Context: an optimization exercise on an open-source flow, tuned for small area, a short achievable clock period and few clock cycles per item. The choices shown serve that exercise and are no tape-out recipe. The RTL was checked by simulation tests, not by an equivalence proof against the original design.

File: flow/config.mk
export PLATFORM = sky130hd
export DESIGN_NAME = two_class_ticket_queue_weighted_server
export DESIGN_NICKNAME = two_class_ticket_queue_weighted_server
export VERILOG_FILES = /design/flow/design.v
export SDC_FILE = /design/flow/constraint.sdc
export NUM_CORES = 4
export LEC_CHECK = 0
export CAP_MARGIN = 20
export CORE_MARGIN = 2
export CORE_UTILIZATION = 40
export SLEW_MARGIN = 20
File: flow/constraint.sdc
create_clock -name core_clock -period 5.0 [get_ports {clk}]
set_input_delay 1.0000 -clock core_clock [delete_from_list [all_inputs] [get_ports {clk}]]
set_output_delay 1.0000 -clock core_clock [all_outputs]
set_load 0.01 [all_outputs]
File: flow/design.v
package tcq_pkg;
	localparam int TICKET_W  = 16;
	localparam int MINUTE_W  = 11;
	localparam int KIND_W    = 3;
	localparam int STATUS_W  = 2;
	localparam int RUN_W     = 4;
	localparam int TDATA_W   = 32;
	localparam int PAYLOAD_W = TICKET_W + MINUTE_W;
	localparam int PAD_W     = TDATA_W - PAYLOAD_W;
	localparam int OUSER_W   = STATUS_W + 1;
	localparam logic [RUN_W-1:0] RUN_MAX     = 4'd15;
	localparam logic [RUN_W-1:0] NPP_DEFAULT = 4'd2;
	localparam logic [KIND_W-1:0] KIND_ENQ_NORMAL   = 3'd0;
	localparam logic [KIND_W-1:0] KIND_ENQ_PRIORITY = 3'd1;
	localparam logic [KIND_W-1:0] KIND_SERVE        = 3'd2;
	localparam logic [KIND_W-1:0] KIND_SEARCH       = 3'd3;
	localparam logic [KIND_W-1:0] KIND_CANCEL       = 3'd4;
	localparam logic [STATUS_W-1:0] STATUS_DONE      = 2'd0;
	localparam logic [STATUS_W-1:0] STATUS_FULL      = 2'd1;
	localparam logic [STATUS_W-1:0] STATUS_EMPTY     = 2'd2;
	localparam logic [STATUS_W-1:0] STATUS_NOT_FOUND = 2'd3;
	localparam logic CLASS_NORMAL   = 1'b0;
	localparam logic CLASS_PRIORITY = 1'b1;
	typedef struct packed {
		logic [MINUTE_W-1:0] minute;
		logic [TICKET_W-1:0] ticket;
	} entry_t;
	typedef enum logic [3:0] {
		ST_IDLE,
		ST_DECODE,
		ST_SERVE_WB,
		ST_SCAN_RD,
		ST_SCAN_CMP,
		ST_SHIFT_RD,
		ST_SHIFT_WR,
		ST_RESP
	} state_t;
	typedef struct packed {
		logic capture;
		logic enq;
		logic res_empty;
		logic res_nop;
		logic serve_rd;
		logic serve_pop;
		logic scan_start;
		logic scan_rd;
		logic scan_next;
		logic scan_adv;
		logic res_found;
		logic res_miss;
		logic shift_rd;
		logic shift_wr;
		logic remove_done;
		logic out_load;
	} cmd_t;
	typedef struct packed {
		logic [KIND_W-1:0] op;
		logic              both_empty;
		logic              scan_end;
		logic              hit;
		logic              cls;
		logic              shift_end;
		logic              out_free;
	} stat_t;
endpackage
module tcq_ram #(
	parameter int DEPTH = 16
) (
	input  logic                     clk,
	input  logic                     we,
	input  logic [$clog2(DEPTH)-1:0] waddr,
	input  tcq_pkg::entry_t          wdata,
	input  logic [$clog2(DEPTH)-1:0] raddr,
	output tcq_pkg::entry_t          rdata
);
	logic [tcq_pkg::PAYLOAD_W-1:0] mem [0:DEPTH-1];
	always_ff @(posedge clk) begin
		if (we) begin
			mem[waddr] <= wdata;
		end
	end
	always_ff @(posedge clk) begin
		rdata <= mem[raddr];
	end
endmodule
module tcq_ctrl (
	input  logic           clk,
	input  logic           arst_n,
	input  logic           in_tvalid,
	output logic           in_tready,
	input  tcq_pkg::stat_t stat,
	output tcq_pkg::cmd_t  cmd
);
	tcq_pkg::state_t state_q, state_d;
	always_ff @(posedge clk or negedge arst_n) begin
		if (!arst_n) begin
			state_q <= tcq_pkg::ST_IDLE;
		end else begin
			state_q <= state_d;
		end
	end
	always_comb begin
		state_d   = state_q;
		cmd       = '0;
		in_tready = 1'b0;
		case (state_q)
			tcq_pkg::ST_IDLE: begin
				in_tready = 1'b1;
				if (in_tvalid) begin
					cmd.capture = 1'b1;
					state_d     = tcq_pkg::ST_DECODE;
				end
			end
			tcq_pkg::ST_DECODE: begin
				case (stat.op)
					tcq_pkg::KIND_ENQ_NORMAL, tcq_pkg::KIND_ENQ_PRIORITY: begin
						cmd.enq = 1'b1;
						state_d = tcq_pkg::ST_RESP;
					end
					tcq_pkg::KIND_SERVE: begin
						if (stat.both_empty) begin
							cmd.res_empty = 1'b1;
							state_d       = tcq_pkg::ST_RESP;
						end else begin
							cmd.serve_rd = 1'b1;
							state_d      = tcq_pkg::ST_SERVE_WB;
						end
					end
					tcq_pkg::KIND_SEARCH, tcq_pkg::KIND_CANCEL: begin
						cmd.scan_start = 1'b1;
						state_d        = tcq_pkg::ST_SCAN_RD;
					end
					default: begin
						cmd.res_nop = 1'b1;
						state_d     = tcq_pkg::ST_RESP;
					end
				endcase
			end
			tcq_pkg::ST_SERVE_WB: begin
				cmd.serve_pop = 1'b1;
				state_d       = tcq_pkg::ST_RESP;
			end
			tcq_pkg::ST_SCAN_RD: begin
				if (!stat.scan_end) begin
					cmd.scan_rd = 1'b1;
					state_d     = tcq_pkg::ST_SCAN_CMP;
				end else if (stat.cls == tcq_pkg::CLASS_NORMAL) begin
					cmd.scan_next = 1'b1;
				end else begin
					cmd.res_miss = 1'b1;
					state_d      = tcq_pkg::ST_RESP;
				end
			end
			tcq_pkg::ST_SCAN_CMP: begin
				if (stat.hit) begin
					cmd.res_found = 1'b1;
					state_d = (stat.op == tcq_pkg::KIND_CANCEL) ? tcq_pkg::ST_SHIFT_RD
						: tcq_pkg::ST_RESP;
				end else begin
					cmd.scan_adv = 1'b1;
					state_d      = tcq_pkg::ST_SCAN_RD;
				end
			end
			tcq_pkg::ST_SHIFT_RD: begin
				if (stat.shift_end) begin
					cmd.remove_done = 1'b1;
					state_d         = tcq_pkg::ST_RESP;
				end else begin
					cmd.shift_rd = 1'b1;
					state_d      = tcq_pkg::ST_SHIFT_WR;
				end
			end
			tcq_pkg::ST_SHIFT_WR: begin
				cmd.shift_wr = 1'b1;
				state_d      = tcq_pkg::ST_SHIFT_RD;
			end
			tcq_pkg::ST_RESP: begin
				if (stat.out_free) begin
					cmd.out_load = 1'b1;
					state_d      = tcq_pkg::ST_IDLE;
				end
			end
			default: begin
				state_d = tcq_pkg::ST_IDLE;
			end
		endcase
	end
endmodule
module tcq_datapath #(
	parameter int QUEUE_DEPTH = 16
) (
	input  logic                                   clk,
	input  logic                                   arst_n,
	input  tcq_pkg::cmd_t                          cmd,
	output tcq_pkg::stat_t                         stat,
	input  logic [tcq_pkg::TDATA_W-1:0]            in_tdata,
	input  logic [tcq_pkg::KIND_W-1:0]             in_tuser,
	input  logic                                   cfg_we,
	input  logic [tcq_pkg::RUN_W-1:0]              cfg_data,
	input  logic                                   out_tready,
	output logic                                   out_tvalid,
	output logic [tcq_pkg::TDATA_W-1:0]            out_tdata,
	output logic [tcq_pkg::OUSER_W-1:0]            out_tuser
);
	localparam int AW = $clog2(QUEUE_DEPTH);
	localparam int CW = $clog2(QUEUE_DEPTH + 1);
	localparam int SW = CW + 1;
	localparam logic [CW-1:0] DEPTH_C = CW'(QUEUE_DEPTH);
	localparam logic [SW-1:0] DEPTH_S = SW'(QUEUE_DEPTH);
	localparam logic [CW-1:0] ONE_C   = CW'(1);
	logic [AW-1:0] nhead_q, phead_q;
	logic [CW-1:0] ncount_q, pcount_q;
	logic          turn_q;
	logic [tcq_pkg::RUN_W-1:0] run_q, npp_q;
	logic [CW-1:0] k_q;
	logic          cls_q;
	logic [tcq_pkg::KIND_W-1:0]   op_q;
	logic [tcq_pkg::TICKET_W-1:0] tk_q;
	logic [tcq_pkg::MINUTE_W-1:0] mn_q;
	logic [tcq_pkg::STATUS_W-1:0] res_status_q, out_status_q;
	logic [tcq_pkg::TICKET_W-1:0] res_ticket_q, out_ticket_q;
	logic [tcq_pkg::MINUTE_W-1:0] res_arrival_q, out_arrival_q;
	logic                         res_class_q, out_class_q;
	logic                         out_valid_q;
	tcq_pkg::entry_t nrdata, prdata, rdata_sel, wdata;
	logic            we_n, we_p;
	logic [AW-1:0]   waddr, raddr;
	logic                 tgt_prio, tgt_full, pick_p;
	logic [AW-1:0]        tgt_head, cls_head;
	logic [CW-1:0]        tgt_count, cls_count, k_inc;
	logic [tcq_pkg::RUN_W-1:0] run_inc, run_pop;
	logic                 turn_pop, turn_norm;
	function automatic [AW-1:0] slot(input logic [AW-1:0] head,
		input logic [CW-1:0] idx);
		logic [SW-1:0] sum;
		sum = SW'(head) + SW'(idx);
		if (sum >= DEPTH_S) begin
			sum = sum - DEPTH_S;
		end
		slot = sum[AW-1:0];
	endfunction
	always_comb begin
		tgt_prio  = op_q[0];
		tgt_head  = tgt_prio ? phead_q : nhead_q;
		tgt_count = tgt_prio ? pcount_q : ncount_q;
		tgt_full  = (tgt_count == DEPTH_C);
		cls_head  = cls_q ? phead_q : nhead_q;
		cls_count = cls_q ? pcount_q : ncount_q;
		k_inc     = k_q + ONE_C;
		pick_p    = (turn_q && (pcount_q != '0)) || (ncount_q == '0);
		rdata_sel = cls_q ? prdata : nrdata;
		run_inc   = (run_q != tcq_pkg::RUN_MAX) ? run_q + 4'd1 : run_q;
		turn_norm = (run_inc >= npp_q) ? 1'b1 : turn_q;
		if (!turn_norm && (ncount_q == ONE_C)) begin
			turn_norm = 1'b1;
		end
		if (cls_q) begin
			turn_pop = (ncount_q == '0);
			run_pop  = '0;
		end else begin
			turn_pop = turn_norm;
			run_pop  = run_inc;
		end
	end
	always_comb begin
		if (cmd.enq) begin
			waddr = slot(tgt_head, tgt_count);
			wdata = {mn_q, tk_q};
		end else begin
			waddr = slot(cls_head, k_q);
			wdata = rdata_sel;
		end
		we_n = (cmd.enq && !tgt_full && !tgt_prio) || (cmd.shift_wr && !cls_q);
		we_p = (cmd.enq && !tgt_full && tgt_prio) || (cmd.shift_wr && cls_q);
		if (cmd.serve_rd) begin
			raddr = pick_p ? phead_q : nhead_q;
		end else if (cmd.shift_rd) begin
			raddr = slot(cls_head, k_inc);
		end else begin
			raddr = slot(cls_head, k_q);
		end
	end
	tcq_ram #(.DEPTH(QUEUE_DEPTH)) u_normal_ram (
		.clk   (clk),
		.we    (we_n),
		.waddr (waddr),
		.wdata (wdata),
		.raddr (raddr),
		.rdata (nrdata)
	);
	tcq_ram #(.DEPTH(QUEUE_DEPTH)) u_priority_ram (
		.clk   (clk),
		.we    (we_p),
		.waddr (waddr),
		.wdata (wdata),
		.raddr (raddr),
		.rdata (prdata)
	);
	always_ff @(posedge clk or negedge arst_n) begin
		if (!arst_n) begin
			nhead_q     <= '0;
			phead_q     <= '0;
			ncount_q    <= '0;
			pcount_q    <= '0;
			turn_q      <= 1'b1;
			run_q       <= '0;
			npp_q       <= tcq_pkg::NPP_DEFAULT;
			k_q         <= '0;
			cls_q       <= tcq_pkg::CLASS_NORMAL;
			out_valid_q <= 1'b0;
		end else begin
			if (cfg_we) begin
				npp_q <= cfg_data;
			end
			if (cmd.enq && !tgt_full) begin
				if (tgt_prio) begin
					pcount_q <= pcount_q + ONE_C;
				end else begin
					ncount_q <= ncount_q + ONE_C;
				end
			end
			if (cmd.serve_rd) begin
				cls_q <= pick_p;
			end
			if (cmd.serve_pop) begin
				turn_q <= turn_pop;
				run_q  <= run_pop;
				if (cls_q) begin
					phead_q  <= slot(phead_q, ONE_C);
					pcount_q <= pcount_q - ONE_C;
				end else begin
					nhead_q  <= slot(nhead_q, ONE_C);
					ncount_q <= ncount_q - ONE_C;
				end
			end
			if (cmd.scan_start) begin
				k_q   <= '0;
				cls_q <= tcq_pkg::CLASS_NORMAL;
			end
			if (cmd.scan_next) begin
				k_q   <= '0;
				cls_q <= tcq_pkg::CLASS_PRIORITY;
			end
			if (cmd.scan_adv || cmd.shift_wr) begin
				k_q <= k_inc;
			end
			if (cmd.remove_done) begin
				if (cls_q) begin
					pcount_q <= pcount_q - ONE_C;
				end else begin
					ncount_q <= ncount_q - ONE_C;
				end
			end
			if (cmd.out_load) begin
				out_valid_q <= 1'b1;
			end else if (out_tready) begin
				out_valid_q <= 1'b0;
			end
		end
	end
	always_ff @(posedge clk) begin
		if (cmd.capture) begin
			op_q <= in_tuser;
			tk_q <= in_tdata[tcq_pkg::TICKET_W-1:0];
			mn_q <= in_tdata[tcq_pkg::PAYLOAD_W-1:tcq_pkg::TICKET_W];
		end
	end
	always_ff @(posedge clk) begin
		if (cmd.enq) begin
			res_status_q  <= tgt_full ? tcq_pkg::STATUS_FULL : tcq_pkg::STATUS_DONE;
			res_ticket_q  <= '0;
			res_arrival_q <= '0;
			res_class_q   <= tgt_prio;
		end else if (cmd.serve_pop) begin
			res_status_q  <= tcq_pkg::STATUS_DONE;
			res_ticket_q  <= rdata_sel.ticket;
			res_arrival_q <= rdata_sel.minute;
			res_class_q   <= cls_q;
		end else if (cmd.res_found) begin
			res_status_q  <= tcq_pkg::STATUS_DONE;
			res_ticket_q  <= tk_q;
			res_arrival_q <= rdata_sel.minute;
			res_class_q   <= cls_q;
		end else if (cmd.res_empty || cmd.res_miss || cmd.res_nop) begin
			res_status_q  <= cmd.res_empty ? tcq_pkg::STATUS_EMPTY :
				(cmd.res_miss ? tcq_pkg::STATUS_NOT_FOUND : tcq_pkg::STATUS_DONE);
			res_ticket_q  <= '0;
			res_arrival_q <= '0;
			res_class_q   <= tcq_pkg::CLASS_NORMAL;
		end
	end
	always_ff @(posedge clk) begin
		if (cmd.out_load) begin
			out_status_q  <= res_status_q;
			out_ticket_q  <= res_ticket_q;
			out_arrival_q <= res_arrival_q;
			out_class_q   <= res_class_q;
		end
	end
	always_comb begin
		stat.op         = op_q;
		stat.both_empty = (ncount_q == '0) && (pcount_q == '0);
		stat.scan_end   = (k_q >= cls_count);
		stat.hit        = (rdata_sel.ticket == tk_q);
		stat.cls        = cls_q;
		stat.shift_end  = (k_inc >= cls_count);
		stat.out_free   = !out_valid_q || out_tready;
	end
	assign out_tvalid = out_valid_q;
	assign out_tdata  = {{tcq_pkg::PAD_W{1'b0}}, out_arrival_q, out_ticket_q};
	assign out_tuser  = {out_class_q, out_status_q};
endmodule
module two_class_ticket_queue_weighted_server #(
	parameter int QUEUE_DEPTH = 16
) (
	input  logic                              clk,
	input  logic                              arst_n,
	input  logic                              s_axis_tvalid,
	output logic                              s_axis_tready,
	input  logic [tcq_pkg::TDATA_W-1:0]       s_axis_tdata,
	input  logic [tcq_pkg::KIND_W-1:0]        s_axis_tuser,
	output logic                              m_axis_tvalid,
	input  logic                              m_axis_tready,
	output logic [tcq_pkg::TDATA_W-1:0]       m_axis_tdata,
	output logic [tcq_pkg::OUSER_W-1:0]       m_axis_tuser,
	input  logic                              cfg_we,
	input  logic [tcq_pkg::RUN_W-1:0]         cfg_data
);
	tcq_pkg::cmd_t  cmd;
	tcq_pkg::stat_t stat;
	tcq_ctrl u_ctrl (
		.clk       (clk),
		.arst_n    (arst_n),
		.in_tvalid (s_axis_tvalid),
		.in_tready (s_axis_tready),
		.stat      (stat),
		.cmd       (cmd)
	);
	tcq_datapath #(.QUEUE_DEPTH(QUEUE_DEPTH)) u_datapath (
		.clk        (clk),
		.arst_n     (arst_n),
		.cmd        (cmd),
		.stat       (stat),
		.in_tdata   (s_axis_tdata),
		.in_tuser   (s_axis_tuser),
		.cfg_we     (cfg_we),
		.cfg_data   (cfg_data),
		.out_tready (m_axis_tready),
		.out_tvalid (m_axis_tvalid),
		.out_tdata  (m_axis_tdata),
		.out_tuser  (m_axis_tuser)
	);
endmodule
File: flow/run.sh
#!/bin/bash
# synth_recipe.tcl (not shown) runs the flow's synth.tcl, then flattens the netlist and writes it again
# the make line also repeats each setting of config.mk as NAME=value (left out here)
make -C /OpenROAD-flow-scripts/flow DESIGN_CONFIG=/design/flow/config.mk WORK_HOME=/design/flow/orfs CLKGATE_MAP_FILE= SYNTH_SCRIPT=/design/flow/synth_recipe.tcl finish
==> run notes <==
CTS:
- The clock passes through at most 3 buffers.
- The clock latency reported for the late side of the worst-skew pair is between 0.6 and 0.7 ns.
- The number of buffers inserted by hold repair at cts is 0.
- The clock drives approximately 1000 sinks.
- The number of gates resized after CTS is 0.
- The post-CTS setup-driven buffer insertion count is 0.
- The total CTS buffers is 109.
- TritonCTS built the clock tree.
- The clock slew at the register clock pins of the worst setup and hold paths is roughly 0.060 ns.
- The number of levels the H-tree was split into is 3.
- The cell sitting at the root of the clock tree is a sky130_fd_sc_hd__clkbuf_16.

Setup path:
- On the worst path, the slowest cell contributes a delay of ~0.60 ns.
- Walking the worst path, the cells encountered are inv_1 -> or3_1 -> or3_4 -> a21oi_1 -> nor2b_1 -> o21bai_1 -> nand2_1 -> nor2_4 -> buf_4.
- The worst register-to-register path begins at u_ctrl.state_q[0].
- The endpoint identified for the worst register-to-register timing path is u_datapath.u_normal_ram.mem[6][12].
- The critical path's top delay family is simple AND/OR/NAND/NOR gates.
- Of all nets on the critical path, the largest fanout is 31.
- The endpoint of the worst setup timing path is u_datapath.u_normal_ram.mem[6][12].
- The endpoint class of the critical path is a register.
- The worst setup slack for register-to-register paths is 0.54 ns.
- Counting buffers and inverters, the worst setup path is 9 cells deep.
- The worst setup path is launched from a register.
- The depth of the worst register-to-register path is 9.
- The number of buffers and inverters on the critical path is 2.
- The slowest stage of the critical path belongs to the cell sky130_fd_sc_hd__nor2_4.
- Tracing the worst setup path back leads to its startpoint at u_ctrl.state_q[0].
- The arrival time at the worst endpoint is slightly below 5 ns.
- The data required time of the worst path is 5.35 ns.
- The worst setup path is of the register to register kind.

Yosys:
- After synthesis, the most frequently instantiated cells are 927 x sky130_fd_sc_hd__edfxtp_1, 370 x sky130_fd_sc_hd__nand2_1, 260 x sky130_fd_sc_hd__and3_1.
- Counting distinct cell types in the post-synthesis netlist gives between 70 and 80.
- The synthesized design contains 927 enable-type register cells.
- After technology mapping, the gate count stands at a little under 3000.
- The Yosys step of the flow raised 3 warnings.
- By area the synthesized netlist is led by sky130_fd_sc_hd__edfxtp_1 66%, sky130_fd_sc_hd__and3_1 3.8%, sky130_fd_sc_hd__dfxtp_1 3.8%, sky130_fd_sc_hd__a211oi_1 3.7%, sky130_fd_sc_hd__nand2_1 3.3%.
- The average cell area after synthesis is about 14 µm².
- The largest total area in the synthesized netlist belongs to sky130_fd_sc_hd__edfxtp_1.
- The most repeated cell in the gate-level netlist after synthesis is sky130_fd_sc_hd__edfxtp_1.
- The share of synthesized area in the top cell type comes to 0.6552.
- The sequential share of the synthesized area is 0.7152.
- The register bit count reported by yosys is between 1000 and 1500.
- After synthesis the cells add up to between 40000 and 50000 µm².
- For this run, the leading register cell type out of synthesis is sky130_fd_sc_hd__edfxtp_1.
- The post-synthesis async set-or-reset flop share is 0.03541.

STA:
- Setup repair after global routing left no endpoint under its margin.
- Counting I/O delays and the setup requirement, the final critical path takes 4.460 ns.
- After layout, the worst setup slack is 0.5396 ns.
- Based on the critical path, the design can be clocked at up to between 0.2 and 0.25 GHz.
- The measured slew at the worst slew-check pin is between 0.9 and 1 ns.
- The final cycle utilization of the critical path is 0.8921.
- The setup TNS is 0 ns.
- Setup violations remaining at the end of the flow were counted as 0.
- Between clock sinks in the finished design, the worst skew comes to 0.02918 ns.
- The hold violation count in the final report is 0.
- The number of max-slew violations in the final report is 0.
- Measured against its own limit, the worst slew margin works out to 0.3236.
- The final worst hold slack is 0.4247 ns.

Floorplan:
- The x dimension of the die is approximately 330 µm.
- The core region is approximately 110000 µm².
- The area of the die is 108800 µm².
- The number of placement rows is between 100 and 150.
- The initial utilization of the core area, before any placement, comes to 0.4036.
- Measured along the y axis, the die boundary spans approximately 330 µm.
- The number of primary I/O pins is between 80 and 90.

Placement:
- Before CTS, the worst setup slack after placement is roughly 0.64 ns.
- The routability-driven placement congestion ratio is ~0.85.
- The placed instances occupy a cell area of around 46000 µm².
- The number of buffers inserted by port buffering is 70.
- The post-detailed-placement half-perimeter wirelength is 68.52 mm.

GRT:
- The overall global routing resource usage is 0.2146.
- The number of antenna violations at the first check in global routing is 1.
- The global route total overflow is 0.
- The largest net degree at the start of global routing is approximately 140.
- The first global-routing pass estimated about 170 mm of wire.
- The number of global-route vias before repair is 25890.

Cells and area:
- The area of the multi-input gates is 11430 µm².
- Of the cells placed in the final design, the portion with a size suffix greater than 1 is 0.1353.
- The number of antenna diodes in the final layout is 0.
- The area used by sequential logic in the layout is about 30000 µm².
- From synthesis to final layout, the design area changed by 16.83%.
- The layout has just under 9000 filler cells.
- The net count reported at finish is 3156.
- With fillers left out, the area of the finished cells amounts to between 40000 and 50000 µm².

Drt:
- Dividing the detail-routed wire length by the instance count gives between 20 and 30 µm.
- The number of vias in the routed layout is 26860.
- The post-detailed-route count of antenna-violating nets is 0.
- After detailed routing, the total wire length is approximately 120 mm.
- In the routed design, unresolved DRC markers number 0.
- In this run, the number of DRC markers left after iteration 0 of detailed routing was roughly 3000.
- The first detailed-routing pass took 5 iterations.
- The average via count per standard cell is about 5.9.

Hold path:
- The class of the tightest hold or removal check is register to register.

Run status:
- The flow ran to the end and the layout has no timing, DRC or antenna violations.

Flow run:
- Across the run, the number of max-cap violations was 0.
## metal layers
layer	part of all wire	wire length [µm]	GRT usage
met4	0.029	3391	0.06887
met3	0.083	9891	0.03231
met5	0	0	0
met2	0.47	55390	0.3435
met1	0.42	49960	0.3015
## final cells by class
| cell class | instances | share of cell area |
|---|---|---|
| multi-input combinational | 1678 | 0.2304 |
| clock buffer | 155 | 0.06420 |
| tap | 1391 | 0.03506 |
| timing repair buffer | 219 | 0.04537 |
| sequential | 1045 | 0.6122 |
| inverter | 22 | 0.001664 |
| clock inverter | 51 | 0.01112 |
## flip-flops by register name, summed over array words and instances (netlist names), 5 cells and up
register and flops:
u_datapath.u_normal_ram.mem 432, u_datapath.u_priority_ram.mem 432, u_datapath.u_normal_ram.rdata 27, u_datapath.u_priority_ram.rdata 27
u_datapath.out_ticket_q 16, u_datapath.res_ticket_q 16, u_datapath.tk_q 16, u_datapath.mn_q 11
u_datapath.out_arrival_q 11, u_datapath.res_arrival_q 11, u_datapath.k_q 5, u_datapath.ncount_q 5
u_datapath.pcount_q 5
## per-stage QoR
stage | utilization | std cells
finish | 0.4715 | 4561
global route | 0.4715 | 4561
CTS | 0.4712 | 4561
detailed placement | 0.4357 | 4355
global placement | 0.4349 | 4354
floorplan | - | 2983
## logic make-up after synthesis
| family | after synthesis | synth area share |
|---|---|---|
| adders and majority gates | 37 | 0.01143 |
| other | 1 | 0.00008826 |
| muxes | 61 | 0.01749 |
| buffers and inverters | 260 | 0.02809 |
| xor gates and xnor gates | 43 | 0.009188 |
| and+or+nand+nor | 924 | 0.1049 |
| DFF | 1045 | 0.7152 |
| AOI/OAI and AO/OA | 608 | 0.1136 |
## worst min path at each step
stage / from / end / cells past startpoint
after floorplan: u_datapath.res_class_q / u_datapath.out_class_q / 0
after global placement: u_datapath.res_class_q / u_datapath.out_class_q / 0
after detailed placement: u_datapath.res_status_q[0] / u_datapath.out_status_q[0] / 0
after CTS: u_datapath.res_status_q[1] / u_datapath.out_status_q[1] / 0
after global routing: u_datapath.res_status_q[1] / u_datapath.out_status_q[1] / 0
final: u_datapath.res_status_q[1] / u_datapath.out_status_q[1] / 0
## worst reg2reg max path: stages, from the launching register on
cell and delay (ns):
sky130_fd_sc_hd__dfrtp_1 0.52, sky130_fd_sc_hd__inv_1 0.19, sky130_fd_sc_hd__or3_1 0.41, sky130_fd_sc_hd__or3_4 0.55, sky130_fd_sc_hd__a21oi_1 0.39, sky130_fd_sc_hd__nor2b_1 0.43, sky130_fd_sc_hd__o21bai_1 0.30, sky130_fd_sc_hd__nand2_1 0.36
sky130_fd_sc_hd__nor2_4 0.60, sky130_fd_sc_hd__buf_4 0.39
## placed cells by master, fill, tap and decap left out, types with 23 or more instances in the layout
cell type                           n
sky130_fd_sc_hd__dfxtp_1           81
sky130_fd_sc_hd__buf_4            114
sky130_fd_sc_hd__o32ai_1           52
sky130_fd_sc_hd__and3_1           260
sky130_fd_sc_hd__edfxtp_1         927
sky130_fd_sc_hd__nor2_4            34
sky130_fd_sc_hd__nand3_1          122
sky130_fd_sc_hd__a311o_1           52
sky130_fd_sc_hd__clkbuf_16        114
sky130_fd_sc_hd__dfrtp_1           34
sky130_fd_sc_hd__mux2i_1           39
sky130_fd_sc_hd__xnor2_1           33
sky130_fd_sc_hd__nor2_1            83
sky130_fd_sc_hd__clkdlybuf4s50_1   69
sky130_fd_sc_hd__a21boi_0          53
sky130_fd_sc_hd__a211oi_1         209
sky130_fd_sc_hd__a311oi_1          53
sky130_fd_sc_hd__clkbuf_1          23
sky130_fd_sc_hd__nand2_1          368
sky130_fd_sc_hd__buf_12            35
sky130_fd_sc_hd__ha_1              34
sky130_fd_sc_hd__o311ai_1          52
Testbench counts, summed over its fixed seeds: cycles 40,351, ops 4,800.

## port drivers added, routing unchanged
The flow's constraints put no driver on any port. The routed layout listed below was extracted and timed again, unchanged, in two steps.
Step 1: set_driving_cell puts a clkbuf_16 on clk and a buf_2 on each other input, an assumption about the parent block.
Step 2 also shifts input and output timing later by t, the mid clock arrival at the registers, as if the neighbouring blocks saw the same clock.
Three values: ideal ports, drivers, drivers and shift; two values: the first two.
t (ns): 0.742
setup slack, ns: 0.540 / 0.540 / 0.540
cell pins on the clock port's net: 1
After both steps setup and hold are still met in this run. For this run, drivers alone change the setup slack by 0.000 ns; drivers and shift together by 0.000 ns.
